What follows belongs to an exercise in optimizing a design on an open flow for small area, a short achievable clock period and few clock cycles per item; a production flow would make more cautious choices. Function was not checked in any run shown here: the RTL went through the layout flow alone. No activity file was given, so power comes from the tool's default toggle rates.

==> flow/design.v <==
module limb_mul_sequencer #(
  parameter int W       = 32,
  parameter int LIMBS   = 4,
  parameter int MUL_LAT = 2
) (
  input  logic                   clk,
  input  logic                   rst,
  input  logic                   start,
  input  logic [W*LIMBS-1:0]     a,
  input  logic [W*LIMBS-1:0]     b,
  output logic                   busy,
  output logic [2*W*LIMBS-1:0]   product,
  output logic                   done,
  output logic                   mul_start,
  output logic [W-1:0]           mul_a,
  output logic [W-1:0]           mul_b,
  input  logic [2*W-1:0]         mul_product
);
  localparam int N  = W * LIMBS;    
  localparam int AW = 2 * W + 3;    
  localparam int LW = 2 * N - 2 * W;  
  localparam int PS = MUL_LAT + 1;  
  logic [N-1:0]    a_q, b_q;
  logic            act_q;           
  logic [3:0]      t_q;             
  logic            busy_q;
  logic            accept;
  logic            ms_q;
  logic [W-1:0]    ma_q, mb_q;
  logic            v_q  [PS+1];
  logic            k_q  [PS+1];
  logic            s_q  [PS+1];
  logic            l_q  [PS+1];
  logic [2*W-1:0]  p_q;             
  logic [AW-1:0]   w_q;             
  logic [LW-1:0]   lo_q;            
  logic            done_q;
  logic [1:0]      isel, jsel;
  logic            new_col;
  logic [AW-1:0]   base;
  assign accept = start & ~busy_q & ~done_q;
  always_comb begin
    isel = 2'd0; jsel = 2'd0; new_col = 1'b0;
    case (t_q)
      4'd0:  begin isel = 2'd0; jsel = 2'd0; end
      4'd1:  begin isel = 2'd0; jsel = 2'd1; new_col = 1'b1; end
      4'd2:  begin isel = 2'd1; jsel = 2'd0; end
      4'd3:  begin isel = 2'd0; jsel = 2'd2; new_col = 1'b1; end
      4'd4:  begin isel = 2'd1; jsel = 2'd1; end
      4'd5:  begin isel = 2'd2; jsel = 2'd0; end
      4'd6:  begin isel = 2'd0; jsel = 2'd3; new_col = 1'b1; end
      4'd7:  begin isel = 2'd1; jsel = 2'd2; end
      4'd8:  begin isel = 2'd2; jsel = 2'd1; end
      4'd9:  begin isel = 2'd3; jsel = 2'd0; end
      4'd10: begin isel = 2'd1; jsel = 2'd3; new_col = 1'b1; end
      4'd11: begin isel = 2'd2; jsel = 2'd2; end
      4'd12: begin isel = 2'd3; jsel = 2'd1; end
      4'd13: begin isel = 2'd2; jsel = 2'd3; new_col = 1'b1; end
      4'd14: begin isel = 2'd3; jsel = 2'd2; end
      default: begin isel = 2'd3; jsel = 2'd3; new_col = 1'b1; end
    endcase
  end
  always_ff @(posedge clk) begin
    if (rst) begin
      act_q  <= 1'b0;
      busy_q <= 1'b0;
      t_q    <= '0;
    end else if (accept) begin
      act_q  <= 1'b1;
      busy_q <= 1'b1;
      t_q    <= '0;
    end else begin
      if (t_q == 4'd15) act_q <= 1'b0;
      busy_q <= act_q & (t_q != 4'd14) & (t_q != 4'd15);
      t_q    <= t_q + 4'd1;
    end
  end
  always_ff @(posedge clk) begin
    if (!busy_q) begin
      a_q <= a;
      b_q <= b;
    end
  end
  always_ff @(posedge clk) begin
    ma_q <= a_q[isel*W +: W];
    mb_q <= b_q[jsel*W +: W];
  end
  always_ff @(posedge clk) begin
    if (rst) begin
      ms_q <= 1'b0;
      for (int k = 0; k <= PS; k++) v_q[k] <= 1'b0;
    end else begin
      ms_q   <= act_q;
      v_q[0] <= act_q;
      for (int k = 1; k <= PS; k++) v_q[k] <= v_q[k-1];
    end
  end
  always_ff @(posedge clk) begin
    k_q[0] <= (t_q != 4'd0) & ~new_col;
    s_q[0] <= new_col;
    l_q[0] <= (t_q == 4'd15);
    for (int k = 1; k <= PS; k++) begin
      k_q[k] <= k_q[k-1];
      s_q[k] <= s_q[k-1];
      l_q[k] <= l_q[k-1];
    end
  end
  always_ff @(posedge clk) p_q <= mul_product;
  always_comb begin
    base = '0;
    if (k_q[PS]) base = w_q;
    if (s_q[PS]) base = AW'(w_q >> W);
  end
  always_ff @(posedge clk) begin
    w_q <= base + AW'(p_q);
    if (v_q[PS] && s_q[PS]) lo_q <= {w_q[W-1:0], lo_q[LW-1:W]};
  end
  always_ff @(posedge clk) begin
    if (rst) done_q <= 1'b0;
    else     done_q <= v_q[PS] & l_q[PS];
  end
  assign busy      = busy_q;
  assign done      = done_q;
  assign product   = {w_q[2*W-1:0], lo_q};
  assign mul_start = ms_q;
  assign mul_a     = ma_q;
  assign mul_b     = mb_q;
endmodule
==> flow/flow/run.sh <==
#!/bin/bash
export BUFFER_PORTS_ARGS="-buffer_cell sky130_fd_sc_hd__buf_1"
bash standard.sh > standard.log 2>&1
==> flow/standard.sh <==
#!/bin/bash
# synth_recipe.tcl (not shown) runs the flow's synth.tcl, then flattens the netlist and writes it again
# the make line also repeats each setting of config.mk as NAME=value (left out here)
make -C /OpenROAD-flow-scripts/flow DESIGN_CONFIG=/design/flow/config.mk WORK_HOME=/design/flow/orfs CLKGATE_MAP_FILE= SYNTH_SCRIPT=/design/flow/synth_recipe.tcl "${@:-finish}"
==> flow/config.mk <==
export PLATFORM = sky130hd
export DESIGN_NAME = limb_mul_sequencer
export DESIGN_NICKNAME = limb_mul_sequencer
export VERILOG_FILES = /design/flow/design.v
export SDC_FILE = /design/flow/constraint.sdc
export NUM_CORES = 4
export LEC_CHECK = 0
export CAP_MARGIN = 20
export CORE_MARGIN = 2
export CORE_UTILIZATION = 65
export SETUP_SLACK_MARGIN = 5
export SLEW_MARGIN = 20
==> flow/constraint.sdc <==
create_clock -name core_clock -period 8.0 [get_ports {clk}]
set_input_delay 1.6000 -clock core_clock [delete_from_list [all_inputs] [get_ports {clk}]]
set_output_delay 1.6000 -clock core_clock [all_outputs]
set_load 0.01 [all_outputs]
==> impl_results.rst, run 1 <==
.. list-table::
   :header-rows: 1

   * - Metric
     - Value
   * - Total count of hold-check failures in the final report
     - 0
   * - GR Overflow Total
     - 0
   * - Run status
     - complete, no violations
   * - FILL cells
     - 2,015
   * - Leakage power of the design
     - ~11 nW
   * - Die X
     - roughly 200 microns
   * - Maximum cell stage delay along the critical path
     - approximately 0.38 ns
   * - Required time of the worst setup path
     - 8.46 ns
   * - CP Class
     - reg2reg
   * - Area Growth Syn to Fin
     - 25.68%
   * - Final setup fails
     - 0
   * - Critical-path cell list
     - nor2b_4, buf_12, a22o_4, fa_2, a211oi_4, o21ai_2, a211o_1, nand4_1, a21oi_2, or3_4, a2111oi_4, nor3b_1
   * - Warnings, synthesis
     - 5
   * - Source of the worst register-to-register timing path
     - k_q[3]
   * - Ys flop type
     - sky130_fd_sc_hd__edfxtp_1
   * - Period utilisation layout
     - 0.4095
   * - Headroom to the max-slew limit
     - 0.2271
   * - Highest Clock Rate
     - 305.3 MHz
   * - Worst Setup Slack, final
     - about 4.7 ns
   * - Overall Global Routing Usage
     - 0.3690
   * - Dominant combinational cell family by area after synthesis
     - compound AO/OA/AOI/OAI gates
   * - Clk pin slew, worst setup/hold paths
     - 0.07 ns
   * - Final Util
     - 0.8232
   * - Total CTS buffers
     - 67
   * - NumNets Final
     - 2,677
   * - Estimated wirelength of the detail-placed design
     - about 53 mm
   * - Number of max-cap violations
     - 0
   * - Initial standard-cell utilization of the core
     - 0.6550
   * - PD cells
     - between 200 and 300 nW/um^2
   * - Area enclosed by the die boundary
     - just over 40,000 sq um
   * - Most used standard cell by instance count after synthesis
     - sky130_fd_sc_hd__edfxtp_1
   * - Number of vias per cell
     - around 6
   * - Post-synthesis simple-gate area fraction
     - 0.05989
   * - Placeable core region
     - 38,470 sq um
   * - Worst EP arrival
     - 3.74 ns
   * - Synthesized area
     - approximately 25,000 sq um
   * - Number of pins with negative max-slew slack in the final report
     - 0
   * - Type of the worst min-delay path
     - reg2reg
   * - Slew at the pin with the worst max-slew slack
     - 1.159 ns
   * - Worst ir drop on vdd
     - roughly 0.27 mV
   * - Drt drc
     - 0
   * - Capturing element type of the critical path
     - flip-flop
   * - Slowest cell on the critical path
     - sky130_fd_sc_hd__dfxtp_4
   * - Pin count of the biggest net entering global routing
     - about 190
   * - Share of Yosys cell area claimed by the top area cell type
     - 0.5339
   * - Largest area contributor in the netlist
     - sky130_fd_sc_hd__edfxtp_1
   * - Number of design-rule violations left by the first detailed-router iteration
     - 1,907
   * - CP startpoint kind
     - flip-flop
   * - Number of port buffers
     - approximately 650
   * - Top cells by count, synth
     - 448 x sky130_fd_sc_hd__edfxtp_1, 223 x sky130_fd_sc_hd__dfxtp_1, 85 x sky130_fd_sc_hd__a21oi_1
   * - Pre-CTS worst setup slack
     - approximately 3.7 ns
   * - Maximum number of buffers from clock root to sink
     - 3
   * - Worst-case hold slack
     - about 0.32 ns
   * - FFs w/ async S/R, synth
     - 0
   * - Synth Instances
     - between 1,500 and 2,000
   * - Area of the multi-input gates
     - approximately 7600 sq um
   * - Number of distinct library cell variants in the gate-level netlist after synthesis
     - 81
   * - #FFs+latches synth
     - roughly 670
   * - Number of vias in the routed layout
     - approximately 17,000
   * - Routed wire length
     - about 80 mm
   * - Worst Min Path Start
     - s_q[2]
   * - Number of ports placed on the die boundary
     - 646
   * - Post-detailed-route count of antenna-violating nets
     - 0
   * - GP Congestion
     - around 0.96
   * - Die height
     - 200.9 microns
   * - Mean instance size in the synthesized netlist
     - 15.68 sq um
   * - Number of clock sinks
     - ~670
   * - Routed WL per cell
     - ~27 microns
   * - XOR/XNOR share of the synthesized area
     - 0.02051
   * - Arithmetic-cell share of the synthesized area counting full adders, half adders and majority gates
     - 0.03705
   * - Unrepaired setup endpoints after global routing
     - true
   * - Final setup skew
     - 0.03035 ns
   * - Area occupied by registers
     - between 15,000 and 20,000 sq um
   * - Root Driver
     - sky130_fd_sc_hd__clkbuf_16
   * - Worst setup path start
     - k_q[3]
   * - Post-synth net total
     - 2,004
   * - Initial antenna violation count
     - 8
   * - Maximum net fanout on the critical path
     - 5
   * - CTS tree
     - built
   * - Compound-Gate Fraction of Synth Area
     - 0.08005
   * - Proportion of synthesized area in mux cells
     - 0.05845
   * - Max H-tree Level
     - 3
   * - Vias in the first global route
     - approximately 17,000
   * - Row Count
     - slightly above 70
   * - Worst skew pair latency
     - ~0.6 ns
   * - Setup TNS
     - 0 ns
   * - Leading cell types by total area after synthesis
     - sky130_fd_sc_hd__edfxtp_1 53%, sky130_fd_sc_hd__dfxtp_1 18%, sky130_fd_sc_hd__mux4_2 5.7%, sky130_fd_sc_hd__ha_1 3.6%, sky130_fd_sc_hd__buf_4 1.9%
   * - Minimum period implied by the final worst setup slack
     - between 3 and 4 ns
   * - Total iterations of the first detailed-routing run
     - 7
   * - Number of enable-type register cells in the synthesized netlist
     - 448
   * - Register area share after synthesis
     - 0.7111
   * - Global-route wire length before repair
     - roughly 110 mm
   * - Fraction of final layout cells with drive strength greater than 1
     - 0.1894
-- worst paths after layout --
| path | end | slack (ns) | cells after the start |
|---|---|---|---|
| setup / recovery | w_q[62] | 4.72 | 12 |
| hold / removal | s_q[3] | 0.32 | 0 |
| setup reg to reg | w_q[62] | 4.72 | 12 |
| hold reg to reg | s_q[3] | 0.32 | 0 |
-- final cells by class --
type	count	share of cell area
multi-input cells	790	0.2400
clock buffers	93	0.05875
clock inverters	30	0.01059
flip-flops and latches	671	0.5662
inverters	28	0.003438
diodes	10	0.0007902
repair buffers	722	0.09973
well taps	518	0.02047
-- cell usage in the layout, fill, tap and decap left out, drive strengths merged, types with 7 or more instances in the layout --
| cell | n |
|---|---|
| buf | 720 |
| edfxtp | 448 |
| dfxtp | 223 |
| clkbuf | 94 |
| a21oi | 87 |
| nand2 | 80 |
| ha | 73 |
| mux4 | 64 |
| nor2 | 62 |
| o21ai | 52 |
| xnor2 | 40 |
| a22o | 34 |
| nand4 | 33 |
| and2 | 32 |
| inv | 31 |
| a21o | 22 |
| clkinv | 20 |
| xor2 | 19 |
| nand3 | 17 |
| o21bai | 17 |
| nor3 | 17 |
| o21a | 15 |
| a211oi | 11 |
| a31oi | 11 |
| diode | 10 |
| nor2b | 10 |
| nand2b | 9 |
| and3 | 7 |
| or3 | 7 |
| o211ai | 7 |
-- worst max-delay path: cells and delay by family (launching register included) --
| family | cells | cell delay, ns |
|---|---|---|
| compound gates | 6 | 1.42 |
| simple gates | 4 | 0.81 |
| flops | 1 | 0.38 |
| fa+ha+maj | 1 | 0.38 |
| buf+inv | 1 | 0.14 |
-- registers in the layout (all words and copies together), names as in the netlist, 2 cells and up --
signal  count
t_q         4
ma_q       32
s_q         4
isel        2
k_q         4
jsel        2
b_q       128
lo_q      192
mb_q       32
w_q        67
v_q         3
p_q        64
a_q       128
l_q         4
-- layer usage --
metal / wire (microns) / part of all wire / vias up / GRT usage
met5: 0 / 0 / - / 0
met1: 27510 / 0.35 / 8478 / 0.4620
met3: 7954 / 0.10 / 237 / 0.09773
met2: 38230 / 0.49 / 1155 / 0.6060
met4: 4041 / 0.052 / 0 / 0.1728
li1: - / - / 7429 / -
-- power breakdown --
group          internal (mW)  switching (mW)  total [mW]
clock network           1.81            1.34        3.15
registers               4.05           0.292        4.34
logic                  0.696           0.949        1.65
total                   6.56            2.58        9.14
-- logic make-up (layout without fill, tap and decap cells) --
family | count (synthesis) | in the layout
other | 0 | 10
AND/OR/NAND/NOR | 294 | 296
multiplexers | 67 | 67
flip-flops | 671 | 671
XOR/XNOR | 59 | 59
buffers and inverters | 148 | 873
adder cells (fa/ha/maj) | 74 | 74
AO/OA/AOI/OAI | 294 | 294
-- per-stage QoR --
step | area (sq um) | total power [mW] | std cells
finish | 31670 | 9.138 | 2862
global placement | 27700 | 5.618 | 2659
CTS | 30770 | 8.891 | 2819
detailed placement | 27700 | 5.648 | 2659
floorplan | 25310 | 5.280 | 1607
global route | 31660 | 9.393 | 2860
-- what timing repair did --
action / in CTS / in global routing
hold buffers: 0 / 0
setup buffers: 34 / 32
cloned: 3 / 1
endpoints found under the setup margin: 123 / 103
pin swaps: 26 / 58
resized for setup: 113 / 134
==> run 2, diff against run 1 <==
--- a/flow/config.mk
+++ b/flow/config.mk
@@ -8,5 +8,5 @@
 export CAP_MARGIN = 20
 export CORE_MARGIN = 2
-export CORE_UTILIZATION = 65
-export SETUP_SLACK_MARGIN = 5
+export CORE_UTILIZATION = 50
+export SETUP_SLACK_MARGIN = 4.5
 export SLEW_MARGIN = 20
==> impl_results.rst, run 2 <==
.. list-table::
   :header-rows: 1

   * - Metric
     - Value
   * - Crit path buffers/inverters
     - 2
   * - M1 wire length
     - 27.20 mm
   * - Critical-path cell list
     - nor2b_4, buf_12, buf_4, a22o_1, ha_1, a211oi_2, o21ai_1, a211o_1, nand4_1, a21oi_1, or3_4, a2111oi_4, nor3b_1
   * - Die height
     - between 200 and 250 microns
   * - Pin count of the biggest net entering global routing
     - 193
   * - Switching component of the power
     - ~2.4 mW
   * - CTS tree
     - built
   * - Type of the worst min-delay path
     - reg2reg
   * - Root Driver
     - sky130_fd_sc_hd__clkbuf_16
   * - Required time of the worst setup path
     - around 8.5 ns
   * - Worst-case hold slack
     - 0.3204 ns
   * - Reg with most FFs
     - lo_q
   * - Arithmetic-cell share of the synthesized area counting full adders, half adders and majority gates
     - 0.03705
   * - NumNets Final
     - roughly 2,600
   * - Most frequent cells in the layout
     - 645 x sky130_fd_sc_hd__buf_1, 448 x sky130_fd_sc_hd__edfxtp_1, 218 x sky130_fd_sc_hd__dfxtp_1
   * - Number of max-cap violations
     - 0
   * - Max H-tree Level
     - 3
   * - Total iterations of the first detailed-routing run
     - 5
   * - Largest area contributor in the netlist
     - sky130_fd_sc_hd__edfxtp_1
   * - Worst hold path cell count
     - 0
   * - Headroom to the max-slew limit
     - 0.3490
   * - Placeable core region
     - around 50,000 sq um
   * - FFs w/ async S/R, synth
     - 0
   * - Maximum net fanout on the critical path
     - 6
   * - Number of enable-type register cells in the synthesized netlist
     - 448
   * - Global-route wire length before repair
     - a little over 100 mm
   * - Row Count
     - 82
   * - R2r worst-path depth
     - 13
   * - Number of distinct library cell variants in the gate-level netlist after synthesis
     - a little over 80
   * - Unrepaired setup endpoints after global routing
     - true
   * - Met2 wire len
     - 35.30 mm
   * - Maximum cell stage delay along the critical path
     - 0.44 ns
   * - Highest Clock Rate
     - approximately 300 MHz
   * - Total count of hold-check failures in the final report
     - 0
   * - #FFs+latches synth
     - about 670
   * - Warnings, synthesis
     - 5
   * - PD cells
     - around 290 nW/um^2
   * - Maximum number of buffers from clock root to sink
     - 3
   * - Number of clock sinks
     - ~670
   * - Number of vias in the routed layout
     - approximately 16,000
   * - Overall Global Routing Usage
     - 0.2648
   * - XOR/XNOR share of the synthesized area
     - 0.02051
   * - Period utilisation layout
     - 0.4281
   * - Number of port buffers
     - 645
   * - Flip-flop count of the largest register, all copies and words added
     - about 190
   * - Vias in the first global route
     - 15,663
   * - # placed instances
     - between 2,000 and 3,000
   * - Area enclosed by the die boundary
     - 52,200 sq um
   * - Clock power frac
     - 0.363
   * - Post-detailed-route count of antenna-violating nets
     - 0
   * - Top flop regs
     - lo_q: 192 flops, a_q: 128 flops, b_q: 128 flops
   * - Run status
     - complete, no violations
   * - CP startpoint kind
     - flip-flop
   * - Ys flop type
     - sky130_fd_sc_hd__edfxtp_1
   * - Combinational share of power
     - 0.149
   * - Flop pwr share
     - 0.488
   * - Synth Instances
     - between 1,500 and 2,000
   * - Worst ir drop on vdd
     - between 0.15 and 0.2 mV
   * - Number of logic stages on the critical path including buffering
     - 13
   * - Area Growth Syn to Fin
     - 20.97%
   * - Most common cell after layout, fill and taps aside
     - sky130_fd_sc_hd__buf_1
   * - Capturing element type of the critical path
     - flip-flop
   * - Total CTS buffers
     - 71
   * - Internal power of the cells
     - ~6.5 mW
   * - Worst EP arrival
     - ~4 ns
   * - Setup TNS
     - 0 ns
   * - Top cells by count, synth
     - 448 x sky130_fd_sc_hd__edfxtp_1, 223 x sky130_fd_sc_hd__dfxtp_1, 85 x sky130_fd_sc_hd__a21oi_1
   * - Number of pins with negative max-slew slack in the final report
     - 0
   * - Number of ports placed on the die boundary
     - approximately 650
   * - Leakage power of the design
     - approximately 11 nW
   * - FILL cells
     - just under 4,000
   * - CP top delay family
     - compound AO/OA/AOI/OAI gates
   * - Slew at the pin with the worst max-slew slack
     - approximately 0.98 ns
   * - Estimated wirelength of the detail-placed design
     - approximately 53 mm
   * - Post-synthesis simple-gate area fraction
     - 0.05989
   * - Routed WL per cell
     - roughly 24 microns
   * - Compound-Gate Fraction of Synth Area
     - 0.08005
   * - Drt drc
     - 0
   * - Minimum period implied by the final worst setup slack
     - 3.425 ns
   * - Slowest cell on the critical path
     - sky130_fd_sc_hd__or3_4
   * - Fraction of final layout cells with drive strength greater than 1
     - 0.1074
   * - Dominant combinational cell family by area after synthesis
     - compound AO/OA/AOI/OAI gates
   * - Sum of met3 wire segment lengths after detailed routing
     - 5.699 mm
   * - Share of Yosys cell area claimed by the top area cell type
     - 0.5339
   * - Clk pin slew, worst setup/hold paths
     - ~0.06 ns
   * - Number of design-rule violations left by the first detailed-router iteration
     - about 1,100
   * - Worst skew pair latency
     - around 0.6 ns
   * - Synthesized area
     - between 20,000 and 30,000 sq um
   * - Initial antenna violation count
     - 14
   * - Overall power
     - between 8 and 9 mW
   * - Highest routed layer
     - met5
   * - Number of vias per cell
     - 5.356
   * - Die X
     - about 230 microns
   * - Register area share after synthesis
     - 0.7111
   * - Final setup skew
     - ~0.023 ns
   * - Routed wire length
     - about 70 mm
   * - Proportion of synthesized area in mux cells
     - 0.05845
   * - Mean instance size in the synthesized netlist
     - 15.68 sq um
   * - Final setup fails
     - 0
   * - Final instance count without filler cells
     - 2,965
   * - Leading cell types by total area after synthesis
     - sky130_fd_sc_hd__edfxtp_1 53%, sky130_fd_sc_hd__dfxtp_1 18%, sky130_fd_sc_hd__mux4_2 5.7%, sky130_fd_sc_hd__ha_1 3.6%, sky130_fd_sc_hd__buf_4 1.9%
   * - Most used standard cell by instance count after synthesis
     - sky130_fd_sc_hd__edfxtp_1
   * - GR Overflow Total
     - 0
   * - CP Class
     - reg2reg
   * - Post-synth net total
     - around 2,000
   * - Initial standard-cell utilization of the core
     - 0.5043
   * - GP Congestion
     - about 0.90
   * - Switching part of the total power
     - 0.2688
[run 2: cell counts after synthesis]
No cell type changed its count.
[run 2: cells by family after synthesis]
kind of cell	count (synthesis)
buf+inv	148
simple gates	294
fa+ha+maj	74
flops	671
mux	67
xor+xnor	59
compound gates	294
[run 2: worst reg2reg max path: cells and delay by family, from the launching register on]
kind                     cells  cell delay (ns)
AO/OA/AOI/OAI                6             1.41
AND/OR/NAND/NOR              4             0.86
flip-flops                   1             0.38
adder cells (fa/ha/maj)      1             0.37
buffers and inverters        2             0.29
[run 2: through the flow]
stage | cell area, sq um | worst slack, ns | util
floorplan | 25210 | 3.430 | -
global placement | 27850 | 4.131 | 0.5574
detailed placement | 27850 | 4.052 | 0.5574
CTS | 30280 | 4.511 | 0.6060
global route | 30480 | 4.413 | 0.6100
finish | 30480 | 4.575 | 0.6100
[run 2: layout make-up]
| class | instances | area, sq um | share of cell area |
|---|---|---|---|
| Multi-Input combinational cell | 789 | 6598 | 0.2165 |
| Antenna cell | 11 | 27.53 | 0.0009031 |
| Inverter | 28 | 108.9 | 0.003571 |
| Sequential cell | 671 | 17930 | 0.5883 |
| Timing Repair Buffer | 666 | 2686 | 0.08814 |
| Tap cell | 672 | 840.8 | 0.02759 |
| Clock buffer | 108 | 2077 | 0.06814 |
| Clock inverter | 20 | 210.2 | 0.006897 |
[run 2: power groups by stage]
stage | Combinational [mW] | Sequential, mW | Clock, mW
6_report | 1.32 | 4.31 | 3.21
5_1_grt | 1.43 | 4.34 | 3.43
4_1_cts | 1.29 | 4.31 | 3.28
3_5_place_dp | 1.26 | 4.38 | 0
3_3_place_gp | 1.26 | 4.36 | 0
2_1_floorplan | 0.999 | 4.26 | 0
[run 2: worst paths after layout]
check        startpoint       to  slack, ns
max              k_q[3]  w_q[62]       4.58
min reg2reg      l_q[2]   l_q[3]       0.32
min              l_q[2]   l_q[3]       0.32
max reg2reg      k_q[3]  w_q[62]       4.58
[run 2: what timing repair did]
action / 4_1_cts / 5_1_grt
pin swaps: 1 / 7
endpoints found under the setup margin: 36 / 24
endpoints found under the hold margin: 0 / 0
hold buffers: 0 / 0
cloned: 2 / 0
setup buffers: 4 / 5
resized for setup: 16 / 28
[run 2: layer usage]
metal | vias up | GRT usage
li1 | 7319 | -
met1 | 7804 | 0.3250
met2 | 641 | 0.4480
met3 | 111 | 0.07922
met4 | 6 | 0.08926
met5 | - | 0

-- static timing again, ports no longer ideal --
Ports are ideal in the flow. The routed layouts listed here were re-timed in OpenROAD. Step 1 assumes that a clkbuf_16 drives the clock port and a buf_2 every other input. Step 2, shift: input delay + t, output delay - t, t = (earliest + latest rising clock arrival at the registers) / 2. This alone moves slack from input paths to output paths. a / b / c = no drivers / after step 1 / after step 2; a / b = the first two.
| run | shift t [ns] | slack for setup (ns) | worst hold slack (ns) | clock arrival spread, ns | worst register clock-pin slew, ns |
|---|---|---|---|---|---|
| run 1 | 0.644 | 4.724 / 4.724 / 4.590 | 0.320 / 0.320 / 0.320 | 0.031 / 0.032 | 0.07 / 0.07 |
| run 2 | 0.652 | 4.575 / 4.575 / 4.355 | 0.320 / 0.320 / 0.320 | 0.024 / 0.024 | 0.06 / 0.06 |
After both steps every run listed still meets setup and hold. For run 2, which loses most, drivers alone change the setup slack by 0.000 ns; drivers and shift together by -0.220 ns.
